This is an optimization exercise on Yosys and OpenROAD, whose aim is small area, not a production implementation. Where RTL was checked, it was by simulation tests only, not by an equivalence proof against the original. Power figures rest on the tool's default switching activity, not on a simulated workload.

==> module alu, before the edit <==
module alu (
    input  logic                 CLK,
    input  logic                 rstN_i,
    input  logic                 we_i,
    input  logic [3:0]           op_i,
    input  logic [7:0]           a_i,
    input  logic [7:0]           b_i,
    output logic [7:0]           result_o,
    output logic [3:0]           flags_o
);
    logic       zQ, cQ, nQ, oQ;
    logic       sub, arith, shl, shr;
    logic [7:0] bx;
    logic [8:0] c;
    logic [7:0] x;
    logic [3:0] tt;
    logic [7:0] lut;
    logic       lt;
    logic       cNew, oNew, cUpd, oUpd;
    assign sub   = (op_i == 4'd5) | (op_i == 4'd6);
    assign arith = (op_i == 4'd4) | (op_i == 4'd5);
    assign shl   = (op_i == 4'd11) | (op_i == 4'd13);
    assign shr   = (op_i == 4'd12) | (op_i == 4'd14) | (op_i == 4'd15);
    assign bx = b_i ^ {8{sub}};
    always_comb begin
        c[0] = sub;
        for (int i = 0; i < 8; i++) begin
            c[i+1] = (a_i[i] ^ bx[i]) ? c[i] : a_i[i];
        end
    end
    assign lt = ~c[8];
    always_comb begin
        if (shl)      x = {a_i[6:0], 1'b0};
        else if (shr) x = {(op_i == 4'd14) ? a_i[7] : (op_i == 4'd15) ? cQ : 1'b0, a_i[7:1]};
        else          x = a_i;
    end
    always_comb begin
        case (op_i)
            4'd0:    tt = 4'b1100;
            4'd1:    tt = 4'b1010;
            4'd2:    tt = 4'b0011;
            4'd3:    tt = 4'b0101;
            4'd4:    tt = 4'b0110;
            4'd5:    tt = 4'b1001;
            4'd6:    tt = lt ? 4'b1010 : 4'b1100;
            4'd7:    tt = 4'b1000;
            4'd8:    tt = 4'b1110;
            4'd9:    tt = 4'b0111;
            4'd10:   tt = 4'b0110;
            default: tt = 4'b1100;
        endcase
    end
    always_comb begin
        for (int i = 0; i < 8; i++) lut[i] = tt[{x[i], b_i[i]}];
    end
    assign result_o = lut ^ ({8{arith}} & c[7:0]);
    always_comb begin
        cUpd = arith | shl | shr;
        oUpd = arith;
        if (arith)    cNew = c[8] ^ sub;
        else if (shl) cNew = a_i[7];
        else          cNew = a_i[0];
        oNew = c[8] ^ c[7];
    end
    always_ff @(posedge CLK) begin
        if (!rstN_i) begin
            {zQ, cQ, nQ, oQ} <= '0;
        end else if (we_i) begin
            zQ <= (result_o == 8'd0);
            nQ <= result_o[7];
            if (cUpd) cQ <= cNew;
            if (oUpd) oQ <= oNew;
        end
    end
    assign flags_o = {zQ, cQ, nQ, oQ};
endmodule
==> module dataPath, before the edit <==
module dataPath (
    input  logic                   CLK,
    input  logic                   rstN_i,
    input  logic                   ctrlValid_i,
    input  dpTypesPkg::ctrlWord_t  ctrl_i,
    output dpTypesPkg::data_t      aluOut_o,
    output aluPkg::aluFlags_t      flags_o,
    output dpTypesPkg::addr_t      address_o,
    input  dpTypesPkg::data_t      memRdData_i,
    output logic                   memWe_o
);
    logic [7:0] gr [4];      
    logic [7:0] ar [3];      
    logic [7:0] grD [4];
    logic [7:0] arD [3];
    logic [7:0] rfOutA, rfOutB, arfOutC, arfOutD, aluA, aluResult;
    logic [7:0] muxAOut, muxBOut, grLdData, arLdData;
    function automatic logic [7:0] pickArf(logic [1:0] sel, logic [7:0] pc, logic [7:0] a, logic [7:0] s);
        case (sel)
            2'd0:    pickArf = a;
            2'd1:    pickArf = s;
            default: pickArf = pc;
        endcase
    endfunction
    function automatic logic [7:0] pickSrc(logic [1:0] sel, logic [7:0] aluVal, logic [7:0] memVal,
                                           logic [7:0] immVal, logic [7:0] arfVal);
        case (sel)
            2'd0:    pickSrc = aluVal;
            2'd1:    pickSrc = memVal;
            2'd2:    pickSrc = immVal;
            default: pickSrc = arfVal;
        endcase
    endfunction
    assign rfOutA  = gr[ctrl_i.rfOutASel];
    assign rfOutB  = gr[ctrl_i.rfOutBSel];
    assign arfOutC = pickArf(ctrl_i.arfOutCSel, ar[0], ar[1], ar[2]);
    assign arfOutD = pickArf(ctrl_i.arfOutDSel, ar[0], ar[1], ar[2]);
    assign aluA    = ctrl_i.muxCSel ? rfOutA : arfOutC;
    alu i_alu (
        .CLK      (CLK),
        .rstN_i   (rstN_i),
        .we_i     (ctrlValid_i),
        .op_i     (ctrl_i.aluOp),
        .a_i      (aluA),
        .b_i      (rfOutB),
        .result_o (aluResult),
        .flags_o  (flags_o)
    );
    assign muxAOut = pickSrc(ctrl_i.muxASel, aluResult, memRdData_i, ctrl_i.immediate, arfOutC);
    assign muxBOut = pickSrc(ctrl_i.muxBSel, aluResult, memRdData_i, ctrl_i.immediate, arfOutC);
    assign grLdData = (rstN_i && ctrl_i.rfFunc  == 2'd1) ? muxAOut : 8'd0;
    assign arLdData = (rstN_i && ctrl_i.arfFunc == 2'd1) ? muxBOut : 8'd0;
    for (genvar r = 0; r < 4; r++) begin : g_gr
        logic en;
        assign en = ctrlValid_i & ctrl_i.rfWrMask[r];
        stepRegBits i_step (
            .ld_i     (~rstN_i | (en & ~ctrl_i.rfFunc[1])),
            .step_i   (rstN_i & en & ctrl_i.rfFunc[1]),
            .up_i     (ctrl_i.rfFunc[0]),
            .ldData_i (grLdData),
            .q_i      (gr[r]),
            .d_o      (grD[r])
        );
        always_ff @(posedge CLK) gr[r] <= grD[r];
    end
    for (genvar r = 0; r < 3; r++) begin : g_ar
        logic en;
        assign en = ctrlValid_i & ctrl_i.arfWrMask[r];
        stepRegBits i_step (
            .ld_i     (~rstN_i | (en & ~ctrl_i.arfFunc[1])),
            .step_i   (rstN_i & en & ctrl_i.arfFunc[1]),
            .up_i     (ctrl_i.arfFunc[0]),
            .ldData_i (arLdData),
            .q_i      (ar[r]),
            .d_o      (arD[r])
        );
        always_ff @(posedge CLK) ar[r] <= arD[r];
    end
    assign memWe_o   = ctrlValid_i & ctrl_i.memWr;
    assign aluOut_o  = aluResult;
    assign address_o = arfOutD;
endmodule
export LEC_CHECK = 0
export ABC_AREA = 1
export CAP_MARGIN = 20
export CORE_MARGIN = 2
export CORE_UTILIZATION = 65
export CTS_BUF_LIST = sky130_fd_sc_hd__clkbuf_2 sky130_fd_sc_hd__clkbuf_4 sky130_fd_sc_hd__clkbuf_8
export SLEW_MARGIN = 20
create_clock -name core_clock -period 10.0 [get_ports {CLK}]
standard.sh (not shown) runs the stock make flow with config.mk's settings and CLKGATE_MAP_FILE= SYNTH_SCRIPT=/design/flow/synth_recipe.tcl, a recipe that flattens the netlist after the stock synthesis.
==> flow/flow/run.sh <==
#!/bin/bash
# Own layout flow: the standard ORFS flow with three changes
#  - synthesis maps logic with an area-only ABC script (flow/abc_area_min.script)
#    instead of ORFS's abc_area.script, which also buffers and upsizes gates;
#    everything else in synthesis is the standard flow's own synth_recipe.tcl, so register
#    names and cells are those of the standard synthesis
#  - ports are buffered with sky130_fd_sc_hd__buf_1 (BUFFER_PORTS_ARGS)
#  - the rest is standard.sh unchanged
# Each tool's output goes to a log file of its own in this folder.
set -euo pipefail
W=$PWD
cat > "$W/own_synth.tcl" <<EOT
# synth_recipe.tcl with the ABC script swapped for flow/abc_area_min.script
proc abc {args} {
  set i [lsearch -exact \$args -script]
  if {\$i >= 0} { lset args [expr {\$i + 1}] $W/flow/abc_area_min.script }
  puts "own_synth: abc \$args"
  yosys abc {*}\$args
}
source $W/synth_recipe.tcl
EOT
sed "s#$W/synth_recipe.tcl#$W/own_synth.tcl#g" standard.sh > own_standard.sh
grep -q own_synth.tcl own_standard.sh
export BUFFER_PORTS_ARGS="-buffer_cell sky130_fd_sc_hd__buf_1"
bash own_standard.sh synth > "$W/log_synth.txt" 2>&1
grep -q "own_synth: abc -script $W/flow/abc_area_min.script" orfs/logs/*/dataPath/base/1_2_yosys.log
bash own_standard.sh > "$W/log_layout.txt" 2>&1
test -s out/final.def
==> flow/flow/abc_area_min.script <==
strash
&get -n
&st
&dch
&nf -R 1000
&put
topo
The first run passed the timing, design-rule and antenna checks.
Edit:
--- a/flow/design.v
+++ b/flow/design.v
@@ -83,8 +83,9 @@
     assign d_o = ld_i ? ldData_i : (q_i ^ tog);
 endmodule
 `timescale 1ns/10ps
 `timescale 1ns/10ps
+`timescale 1ns/10ps
 module alu (
     input  logic                 CLK,
     input  logic                 rstN_i,
     input  logic                 we_i,
@@ -136,9 +137,9 @@
             default: tt = 4'b1100;
         endcase
     end
     always_comb begin
-        for (int i = 0; i < 8; i++) lut[i] = tt[{x[i], b_i[i]}];
+        for (int i = 0; i < 8; i++) lut[i] = (tt[3] & x[i] & b_i[i]) | (tt[2] & x[i] & ~b_i[i]) | (tt[1] & ~x[i] & b_i[i]) | (tt[0] & ~x[i] & ~b_i[i]);
     end
     assign result_o = lut ^ ({8{arith}} & c[7:0]);
     always_comb begin
         cUpd = arith | shl | shr;
@@ -175,31 +176,28 @@
     logic [7:0] gr [4];      
     logic [7:0] ar [3];      
     logic [7:0] grD [4];
     logic [7:0] arD [3];
-    logic [7:0] rfOutA, rfOutB, arfOutC, arfOutD, aluA, aluResult;
-    logic [7:0] muxAOut, muxBOut, grLdData, arLdData;
-    function automatic logic [7:0] pickArf(logic [1:0] sel, logic [7:0] pc, logic [7:0] a, logic [7:0] s);
-        case (sel)
-            2'd0:    pickArf = a;
-            2'd1:    pickArf = s;
-            default: pickArf = pc;
-        endcase
-    endfunction
-    function automatic logic [7:0] pickSrc(logic [1:0] sel, logic [7:0] aluVal, logic [7:0] memVal,
-                                           logic [7:0] immVal, logic [7:0] arfVal);
-        case (sel)
-            2'd0:    pickSrc = aluVal;
-            2'd1:    pickSrc = memVal;
-            2'd2:    pickSrc = immVal;
-            default: pickSrc = arfVal;
-        endcase
-    endfunction
-    assign rfOutA  = gr[ctrl_i.rfOutASel];
-    assign rfOutB  = gr[ctrl_i.rfOutBSel];
-    assign arfOutC = pickArf(ctrl_i.arfOutCSel, ar[0], ar[1], ar[2]);
-    assign arfOutD = pickArf(ctrl_i.arfOutDSel, ar[0], ar[1], ar[2]);
-    assign aluA    = ctrl_i.muxCSel ? rfOutA : arfOutC;
+    logic [7:0] rfOutB, arfOutC, arfOutD, aluA, aluResult;
+    logic [7:0] grLdData, arLdData;
+    logic [3:0] selA, selB, selLdA, selLdB;
+    logic [2:0] selC, selD;
+    logic       ldA, ldB;
+    assign selA = {4{ctrl_i.muxCSel}} & (4'b0001 << ctrl_i.rfOutASel);
+    assign selB = 4'b0001 << ctrl_i.rfOutBSel;
+    assign selC = {ctrl_i.arfOutCSel[1], ctrl_i.arfOutCSel == 2'd1, ctrl_i.arfOutCSel == 2'd0};
+    assign selD = {ctrl_i.arfOutDSel[1], ctrl_i.arfOutDSel == 2'd1, ctrl_i.arfOutDSel == 2'd0};
+    assign ldA    = rstN_i & (ctrl_i.rfFunc == 2'd1);
+    assign ldB    = rstN_i & (ctrl_i.arfFunc == 2'd1);
+    assign selLdA = {4{ldA}} & (4'b0001 << ctrl_i.muxASel);
+    assign selLdB = {4{ldB}} & (4'b0001 << ctrl_i.muxBSel);
+    assign arfOutC = ({8{selC[0]}} & ar[1]) | ({8{selC[1]}} & ar[2]) | ({8{selC[2]}} & ar[0]);
+    assign arfOutD = ({8{selD[0]}} & ar[1]) | ({8{selD[1]}} & ar[2]) | ({8{selD[2]}} & ar[0]);
+    assign rfOutB  = ({8{selB[0]}} & gr[0]) | ({8{selB[1]}} & gr[1]) |
+                     ({8{selB[2]}} & gr[2]) | ({8{selB[3]}} & gr[3]);
+    assign aluA    = ({8{selA[0]}} & gr[0]) | ({8{selA[1]}} & gr[1]) |
+                     ({8{selA[2]}} & gr[2]) | ({8{selA[3]}} & gr[3]) |
+                     ({8{~ctrl_i.muxCSel}} & arfOutC);
     alu i_alu (
         .CLK      (CLK),
         .rstN_i   (rstN_i),
         .we_i     (ctrlValid_i),
@@ -208,12 +206,12 @@
         .b_i      (rfOutB),
         .result_o (aluResult),
         .flags_o  (flags_o)
     );
-    assign muxAOut = pickSrc(ctrl_i.muxASel, aluResult, memRdData_i, ctrl_i.immediate, arfOutC);
-    assign muxBOut = pickSrc(ctrl_i.muxBSel, aluResult, memRdData_i, ctrl_i.immediate, arfOutC);
-    assign grLdData = (rstN_i && ctrl_i.rfFunc  == 2'd1) ? muxAOut : 8'd0;
-    assign arLdData = (rstN_i && ctrl_i.arfFunc == 2'd1) ? muxBOut : 8'd0;
+    assign grLdData = ({8{selLdA[0]}} & aluResult) | ({8{selLdA[1]}} & memRdData_i) |
+                      ({8{selLdA[2]}} & ctrl_i.immediate) | ({8{selLdA[3]}} & arfOutC);
+    assign arLdData = ({8{selLdB[0]}} & aluResult) | ({8{selLdB[1]}} & memRdData_i) |
+                      ({8{selLdB[2]}} & ctrl_i.immediate) | ({8{selLdB[3]}} & arfOutC);
     for (genvar r = 0; r < 4; r++) begin : g_gr
         logic en;
         assign en = ctrlValid_i & ctrl_i.rfWrMask[r];
         stepRegBits i_step (
Worst hold slack is worse by 0.021 ns.
Non-clock buffer count is higher by 8.
Sequential power stays flat.
Core utilization hardly moves.
Worst setup slack loses 0.62 ns.
Final area came out lower by 2.0%.
Clock skew drops by 0.0034 ns.
Wire length falls by 0.66%.
Count of clock-buffer cells in the layout went up by 1.
Critical path depth falls by 3.
Power went down by 1.5%.
First-iteration DRC count is lower by 25%.
Combinational power came out lower by about 7%.
Only the layout flow was run in the first run of this note; the RTL was not checked for function there.

[afterwards: timing with drivers on the ports]
The flow's constraints put no driver on any port. The routed layouts listed below were extracted and timed again, unchanged, in two steps. Step 1 (the two cells are an assumption about what drives the block):
set clk [get_ports {CLK}]
set_driving_cell -lib_cell sky130_fd_sc_hd__clkbuf_16 $clk
set_driving_cell -lib_cell sky130_fd_sc_hd__buf_2 [delete_from_list [all_inputs] $clk]
Step 2 times the ports against the registers' clock, not the clock port: input delays grow and output delays shrink by t, the midpoint of the rising clock arrivals with the driver on. Three values: ideal ports, drivers, drivers and shift; two values: the first two.
run	t (ns)	setup slack, ns	worst register clock-pin slew, ns	pins driven straight from the clock port
the first run	0.384	1.188 / 1.158 / 1.158	0.08 / 0.08	1
the second run	0.382	0.568 / 0.529 / 0.529	0.07 / 0.07	1
After both steps every run listed still meets setup and hold. The setup slack of the second run, which loses most, moves by -0.039 ns with the drivers and by -0.039 ns with both steps.
